This is an optimization exercise on Yosys and OpenROAD, whose aim is small area, a short achievable clock period and few clock cycles per item, not a production implementation. In this exercise RTL edits were held to simulation tests only and were not proved equivalent to the original. No activity file was given, so power comes from the tool's default toggle rates.

## cedar
Design one_shot_timer_queue_top, start of the top module:
module one_shot_timer_queue_top (
    input  logic          clk,
    input  logic          rst_n,
    input  logic          start,
    output logic          busy,
    input  logic [33:0]   req,
    output logic          result_valid,
    output logic [19:0]   rsp
);
For scale: roughly 770 flip-flops, about 59 I/O pins, roughly 37000 sq um of cells after synthesis.
Settings: LEC_CHECK=0, CAP_MARGIN=30, CORE_MARGIN=2, CORE_UTILIZATION=62, CTS_CLUSTER_DIAMETER=80, CTS_CLUSTER_SIZE=25, SLEW_MARGIN=20; clock period 10.0 ns.
standard.sh (not shown) runs the stock make flow with config.mk's settings and CLKGATE_MAP_FILE= SYNTH_SCRIPT=/design/flow/synth_recipe.tcl, a recipe that flattens the netlist after the stock synthesis.
==> flow/flow/run.sh <==
#!/bin/bash
# The standard layout, with timing repair aimed 7 ns below the clock period.
set -euo pipefail
bash standard.sh SETUP_SLACK_MARGIN=7 finish > make.log 2>&1
Testbench counts of cedar, summed over its fixed seeds: cycles 8,098, requests 8,008.
Here is what was changed in the inputs of amber compared with cedar.
--- a/flow/design.v
+++ b/flow/design.v
@@ -186,29 +186,33 @@
             begin
                 if (wr[i] || wr[j])
                     q_reg[i][j] <= ~(qa[i] | qa[j]);
             end
         end
     end
     logic drn_next;
     assign drn_next = do_exp & more;
-    logic two_eq, sup2, take, take_tick;
+    logic [N-1:0] dn_sup;
+    logic         sup2, take, take_tick;
     always_comb
     begin
         logic seen;
-        seen   = 1'b0;
-        two_eq = 1'b0;
-        for (int i = 0; i < N; i++)
-        begin
-            if (valid_reg[i] && ex_eq[i] && seen) two_eq = 1'b1;
-            if (valid_reg[i] && ex_eq[i])         seen   = 1'b1;
-        end
-    end
-    assign sup2 = dn_upd ? two_eq : (more | (any_due & nid_inc & rdn_reg));
+        if (dn_upd)
+            dn_sup = valid_reg & ex_eq;     
+        else
+            dn_sup = due | (wr & {N{rdn_reg}});
+        seen = 1'b0;
+        sup2 = 1'b0;
+        for (int i = 0; i < N; i++)
+        begin
+            if (dn_sup[i] && seen) sup2 = 1'b1;
+            if (dn_sup[i])         seen = 1'b1;
+        end
+    end
     assign take      = start & ~busy_reg;
     assign take_tick = take & (req[33:32] == otq_pkg::ACT_TICK);
     always_ff @(posedge clk or negedge rst_n)
     begin
         if (!rst_n)
         begin
             add_reg    <= 1'b0;
             cancel_reg <= 1'b0;
Results
- amber went all the way through synthesis, placement and routing and the layout is clean on timing, DRC and antenna.
- Cmp amber and cedar / total power / lower: cedar
- amber vs cedar, last element of the critical path: busy_reg$_DFF_PN0_ vs busy
- Cmp amber and cedar / part of the power in registers / higher: cedar
- amber vs cedar, power spent charging and discharging nets went up by 4.5%.
- | detailed router's first-iteration violation count | amber vs cedar | 8.3% higher |
- Setup slack after layout: amber vs cedar down 0.47 ns
- Looking at largest voltage drop on the vdd net across amber and cedar, the one that comes out higher is cedar.
- In amber, the hold slack came out 0.079 ns above the value in cedar.
- [compare] base=cedar new=amber: total via count after detailed routing saw an increase, clock power share decreased by 0.3 points relative to the old numbers, area after synthesis flat, area occupied by registers level.
- The post-route cell area in amber was higher than what cedar gave.
- Synthesized cell count: amber vs cedar down about 0.43%
Testbench counts of amber, summed over its fixed seeds: cycles 8,098, requests 8,008.

========
== lane 1 ==
The RTL this note starts from:
==> flow/design.v <==
package otq_pkg;
    localparam int NUM_TIMERS = 16;
    localparam int ID_WIDTH   = 16;
    localparam int DLY_WIDTH  = 16;
    localparam logic [1:0] ACT_ADD    = 2'd0;
    localparam logic [1:0] ACT_CANCEL = 2'd1;
    localparam logic [1:0] ACT_TICK   = 2'd2;
    localparam logic [2:0] KIND_ADDED     = 3'd0;
    localparam logic [2:0] KIND_FULL      = 3'd1;
    localparam logic [2:0] KIND_CANCELLED = 3'd2;
    localparam logic [2:0] KIND_NOTFOUND  = 3'd3;
    localparam logic [2:0] KIND_EXPIRED   = 3'd4;
endpackage
module one_shot_timer_queue_top (
    input  logic          clk,
    input  logic          rst_n,
    input  logic          start,
    output logic          busy,
    input  logic [33:0]   req,
    output logic          result_valid,
    output logic [19:0]   rsp
);
    localparam int N = otq_pkg::NUM_TIMERS;
    logic        add_reg, cancel_reg, tick_reg;
    logic [15:0] rdm2_reg;          
    logic        rz_reg;            
    logic        rdn_reg;           
    logic [15:0] key_reg;
    logic        busy_reg;
    logic        drn_reg;           
    logic [15:0] now_reg;           
    logic [15:0] nid_reg;           
    logic        res_reg;
    logic [19:0] rsp_reg;
    logic [N-1:0] valid_reg;
    logic [N-1:0] dn_reg;           
    logic [N-1:0] r_reg;            
    logic [15:0]  ex2_reg [N];      
    logic [15:0]  id_reg  [N];
    logic [N-1:0] q_reg   [N];      
    assign busy         = busy_reg;
    assign result_valid = res_reg;
    assign rsp          = rsp_reg;
    logic do_add, do_cancel, do_tick, do_exp;
    assign do_add    = add_reg;
    assign do_cancel = cancel_reg;
    assign do_tick   = tick_reg;
    assign do_exp    = do_tick | drn_reg;
    logic [N-1:0] id_eq, id_lt;
    logic [N-1:0] free, fs;
    logic         full;
    assign free = ~valid_reg;
    assign full = ~|free;
    logic [N-1:0] cm, cs;
    logic         found;
    assign cm    = valid_reg & id_eq;
    assign found = |cm;
    always_comb
    begin
        for (int i = 0; i < N; i++)
        begin
            fs[i] = free[i];
            cs[i] = cm[i];
            for (int k = 0; k < i; k++)
            begin
                if (free[k]) fs[i] = 1'b0;
                if (cm[k])   cs[i] = 1'b0;
            end
        end
    end
    logic [N-1:0] due, win;
    logic         any_due, more;
    logic [15:0]  win_id;
    assign due     = dn_reg;
    assign any_due = |due;
    always_comb
    begin
        for (int i = 0; i < N; i++)
        begin
            win[i] = due[i];
            for (int j = 0; j < N; j++)
            begin
                if (j < i && due[j] && q_reg[j][i])  win[i] = 1'b0;
                if (j > i && due[j] && !q_reg[i][j]) win[i] = 1'b0;
            end
        end
    end
    logic more3;
    always_comb
    begin
        logic seen, seen2;
        seen  = 1'b0;
        seen2 = 1'b0;
        more  = 1'b0;
        more3 = 1'b0;
        for (int i = 0; i < N; i++)
        begin
            if (due[i] && seen2) more3 = 1'b1;
            if (due[i] && seen)  more  = 1'b1;
            if (due[i] && seen)  seen2 = 1'b1;
            if (due[i])          seen  = 1'b1;
        end
    end
    always_comb
    begin
        win_id = '0;
        for (int i = 0; i < N; i++)
            win_id = win_id | ({16{win[i]}} & id_reg[i]);
    end
    logic [15:0] new_exp;
    logic        new_z, new_dn;
    assign new_exp = now_reg + rdm2_reg;
    assign new_z   = rz_reg;
    assign new_dn  = rdn_reg;
    logic [N-1:0] z;               
    always_comb
        for (int k = 0; k < N; k++)
            z[k] = dn_reg[k] & (ex2_reg[k][0] == now_reg[0]);
    logic [N-1:0] ex_eq;           
    always_comb
        for (int k = 0; k < N; k++)
            ex_eq[k] = (ex2_reg[k] == now_reg);
    logic [N-1:0] wr;              
    logic [N-1:0] clr;             
    assign wr  = do_add ? fs : '0;
    assign clr = (do_cancel ? cs : '0) | (do_exp ? win : '0);
    logic        nid_inc, nid_max;
    logic [15:0] nid_next;
    assign nid_inc  = do_add & ~full;
    assign nid_max  = (nid_reg == 16'hFFFF);
    assign nid_next = nid_inc ? nid_reg + 16'd1 : nid_reg;
    logic        dn_upd;
    assign dn_upd  = do_exp & ~more;
    logic [N-1:0] nb_hi, nb_lo, above, qa;
    always_comb
    begin
        for (int k = 0; k < N; k++)
        begin
            nb_hi[k] = (new_z & ~z[k]) | ((new_z == z[k]) & (id_lt[k] | id_eq[k]));
            nb_lo[k] = (new_z & ~z[k]) | ((new_z == z[k]) & id_lt[k]);
            above[k] = 1'b0;
            for (int m = 0; m < k; m++)
                if (fs[m]) above[k] = 1'b1;
            qa[k] = fs[k] ? 1'b0 : (above[k] ? ~nb_hi[k] : nb_lo[k]);
        end
    end
    for (genvar i = 0; i < N; i++)
    begin : g_slot
        assign id_eq[i] = (key_reg == id_reg[i]);
        assign id_lt[i] = r_reg[i] & ~id_eq[i];
        always_ff @(posedge clk or negedge rst_n)
        begin
            if (!rst_n)
                dn_reg[i] <= 1'b0;
            else if (wr[i])
                dn_reg[i] <= new_dn;
            else if (clr[i])
                dn_reg[i] <= 1'b0;
            else if (dn_upd)
                dn_reg[i] <= valid_reg[i] & ex_eq[i];
        end
        always_ff @(posedge clk or negedge rst_n)
        begin
            if (!rst_n)
                valid_reg[i] <= 1'b0;
            else if (wr[i])
                valid_reg[i] <= 1'b1;
            else if (clr[i])
                valid_reg[i] <= 1'b0;
        end
        always_ff @(posedge clk)
        begin
            if (wr[i])
            begin
                ex2_reg[i] <= new_exp;
                id_reg[i]  <= nid_reg;
            end
            if (wr[i])
                r_reg[i] <= nid_max;
            else if (nid_inc)
                r_reg[i] <= nid_max | id_lt[i];
        end
        for (genvar j = i + 1; j < N; j++)
        begin : g_pair
            always_ff @(posedge clk)
            begin
                if (wr[i] || wr[j])
                    q_reg[i][j] <= ~(qa[i] | qa[j]);
            end
        end
    end
    logic drn_next;
    assign drn_next = do_exp & more;
    logic [N-1:0] dn_sup;
    logic         sup2, take, take_tick;
    always_comb
    begin
        logic seen;
        if (dn_upd)
            dn_sup = valid_reg & ex_eq;     
        else
            dn_sup = due | (wr & {N{rdn_reg}});
        seen = 1'b0;
        sup2 = 1'b0;
        for (int i = 0; i < N; i++)
        begin
            if (dn_sup[i] && seen) sup2 = 1'b1;
            if (dn_sup[i])         seen = 1'b1;
        end
    end
    assign take      = start & ~busy_reg;
    assign take_tick = take & (req[33:32] == otq_pkg::ACT_TICK);
    always_ff @(posedge clk or negedge rst_n)
    begin
        if (!rst_n)
        begin
            add_reg    <= 1'b0;
            cancel_reg <= 1'b0;
            tick_reg   <= 1'b0;
            busy_reg   <= 1'b0;
            drn_reg    <= 1'b0;
            now_reg    <= 16'd0;
            nid_reg    <= 16'd0;
            res_reg    <= 1'b0;
        end
        else
        begin
            add_reg    <= take & (req[33:32] == otq_pkg::ACT_ADD);
            cancel_reg <= take & (req[33:32] == otq_pkg::ACT_CANCEL);
            tick_reg   <= take_tick;
            busy_reg   <= (do_exp & more3) | (take_tick & sup2);
            drn_reg  <= drn_next;
            if (dn_upd)
                now_reg <= now_reg + 16'd1;
            nid_reg  <= nid_next;
            res_reg  <= do_add | do_cancel | (do_exp & any_due);
        end
    end
    always_ff @(posedge clk)
    begin
        rdm2_reg <= req[31:16] - 16'd2;
        rz_reg   <= (req[31:16] == 16'd0);
        rdn_reg  <= (req[31:17] == 15'd0);
        key_reg  <= (req[33:32] == otq_pkg::ACT_ADD) ? nid_next : req[15:0];
    end
    always_ff @(posedge clk)
    begin
        if (do_exp)
            rsp_reg <= {otq_pkg::KIND_EXPIRED, win_id, ~more};
        else if (add_reg)
            rsp_reg <= full ? {otq_pkg::KIND_FULL, 16'd0, 1'b1}
                            : {otq_pkg::KIND_ADDED, key_reg, 1'b1};
        else
            rsp_reg <= {found ? otq_pkg::KIND_CANCELLED : otq_pkg::KIND_NOTFOUND,
                        key_reg, 1'b1};
    end
endmodule
Settings: LEC_CHECK=0, CAP_MARGIN=30, CORE_MARGIN=2, CORE_UTILIZATION=60, CTS_CLUSTER_DIAMETER=80, CTS_CLUSTER_SIZE=25, SLEW_MARGIN=20; clock period 10.0 ns.
Scripts as last shown in full above: flow/flow/run.sh
Testbench counts of lane 1, summed over its fixed seeds: cycles 8,098, requests 8,008.
### lane 1 -> lane 2
--- a/flow/design.v
+++ b/flow/design.v
@@ -192,21 +192,17 @@
     logic drn_next;
     assign drn_next = do_exp & more;
-    logic [N-1:0] dn_sup;
-    logic         sup2, take, take_tick;
+    logic two_eq, sup2, take, take_tick;
     always_comb
     begin
         logic seen;
-        if (dn_upd)
-            dn_sup = valid_reg & ex_eq;     
-        else
-            dn_sup = due | (wr & {N{rdn_reg}});
-        seen = 1'b0;
-        sup2 = 1'b0;
-        for (int i = 0; i < N; i++)
-        begin
-            if (dn_sup[i] && seen) sup2 = 1'b1;
-            if (dn_sup[i])         seen = 1'b1;
-        end
-    end
+        seen   = 1'b0;
+        two_eq = 1'b0;
+        for (int i = 0; i < N; i++)
+        begin
+            if (valid_reg[i] && ex_eq[i] && seen) two_eq = 1'b1;
+            if (valid_reg[i] && ex_eq[i])         seen   = 1'b1;
+        end
+    end
+    assign sup2 = dn_upd ? two_eq : (more | (any_due & nid_inc & rdn_reg));
     assign take      = start & ~busy_reg;
     assign take_tick = take & (req[33:32] == otq_pkg::ACT_TICK);
Results
- Non-clock buffer count ends up higher on lane 1.
- Comparing lane 2 and lane 1, the higher total clock buffers created by CTS was measured on lane 1.
- From lane 1 to lane 2 the numbers moved as follows: area share of xor/xnor cells in the synthesized design level; inverter count has remained practically unchanged; total power of the final layout now smaller; data arrival time of the critical path -2990 ps.
Testbench counts of lane 2, summed over its fixed seeds: cycles 8,098, requests 8,008.

==> re-timing with driven ports <==
Ports are ideal in the flow. The routed layouts listed here were re-timed in OpenROAD.
Step 1, drivers: a clkbuf_16 drives clk and a buf_2 each remaining input, both assumed.
Step 2 adds t to the input delays and takes it off the output delays; t is the mean of the earliest and latest rising clock arrival at the registers after step 1. Input paths then give back, and output paths get back, about the clock's delay inside the block.
Slacks: ideal / step 1 / step 2; pairs: ideal / step 1.
| run | t, ns | setup WS [ns] | clock arrival spread, ns | worst data-port slew with drivers (ns) |
|---|---|---|---|---|
| cedar | 0.678 | 6.815 / 6.750 / 6.430 | 0.022 / 0.022 | 0.08 |
| amber | 0.681 | 6.340 / 6.340 / 6.181 | 0.046 / 0.046 | 0.07 |
| lane 1 | 0.685 | 6.365 / 6.365 / 6.195 | 0.046 / 0.046 | 0.07 |
| lane 2 | 0.677 | 6.871 / 6.802 / 6.381 | 0.052 / 0.051 | 0.07 |
After both steps every run listed still meets setup and hold. For lane 2, which loses most, drivers alone change the setup slack by -0.069 ns; drivers and shift together by -0.490 ns.
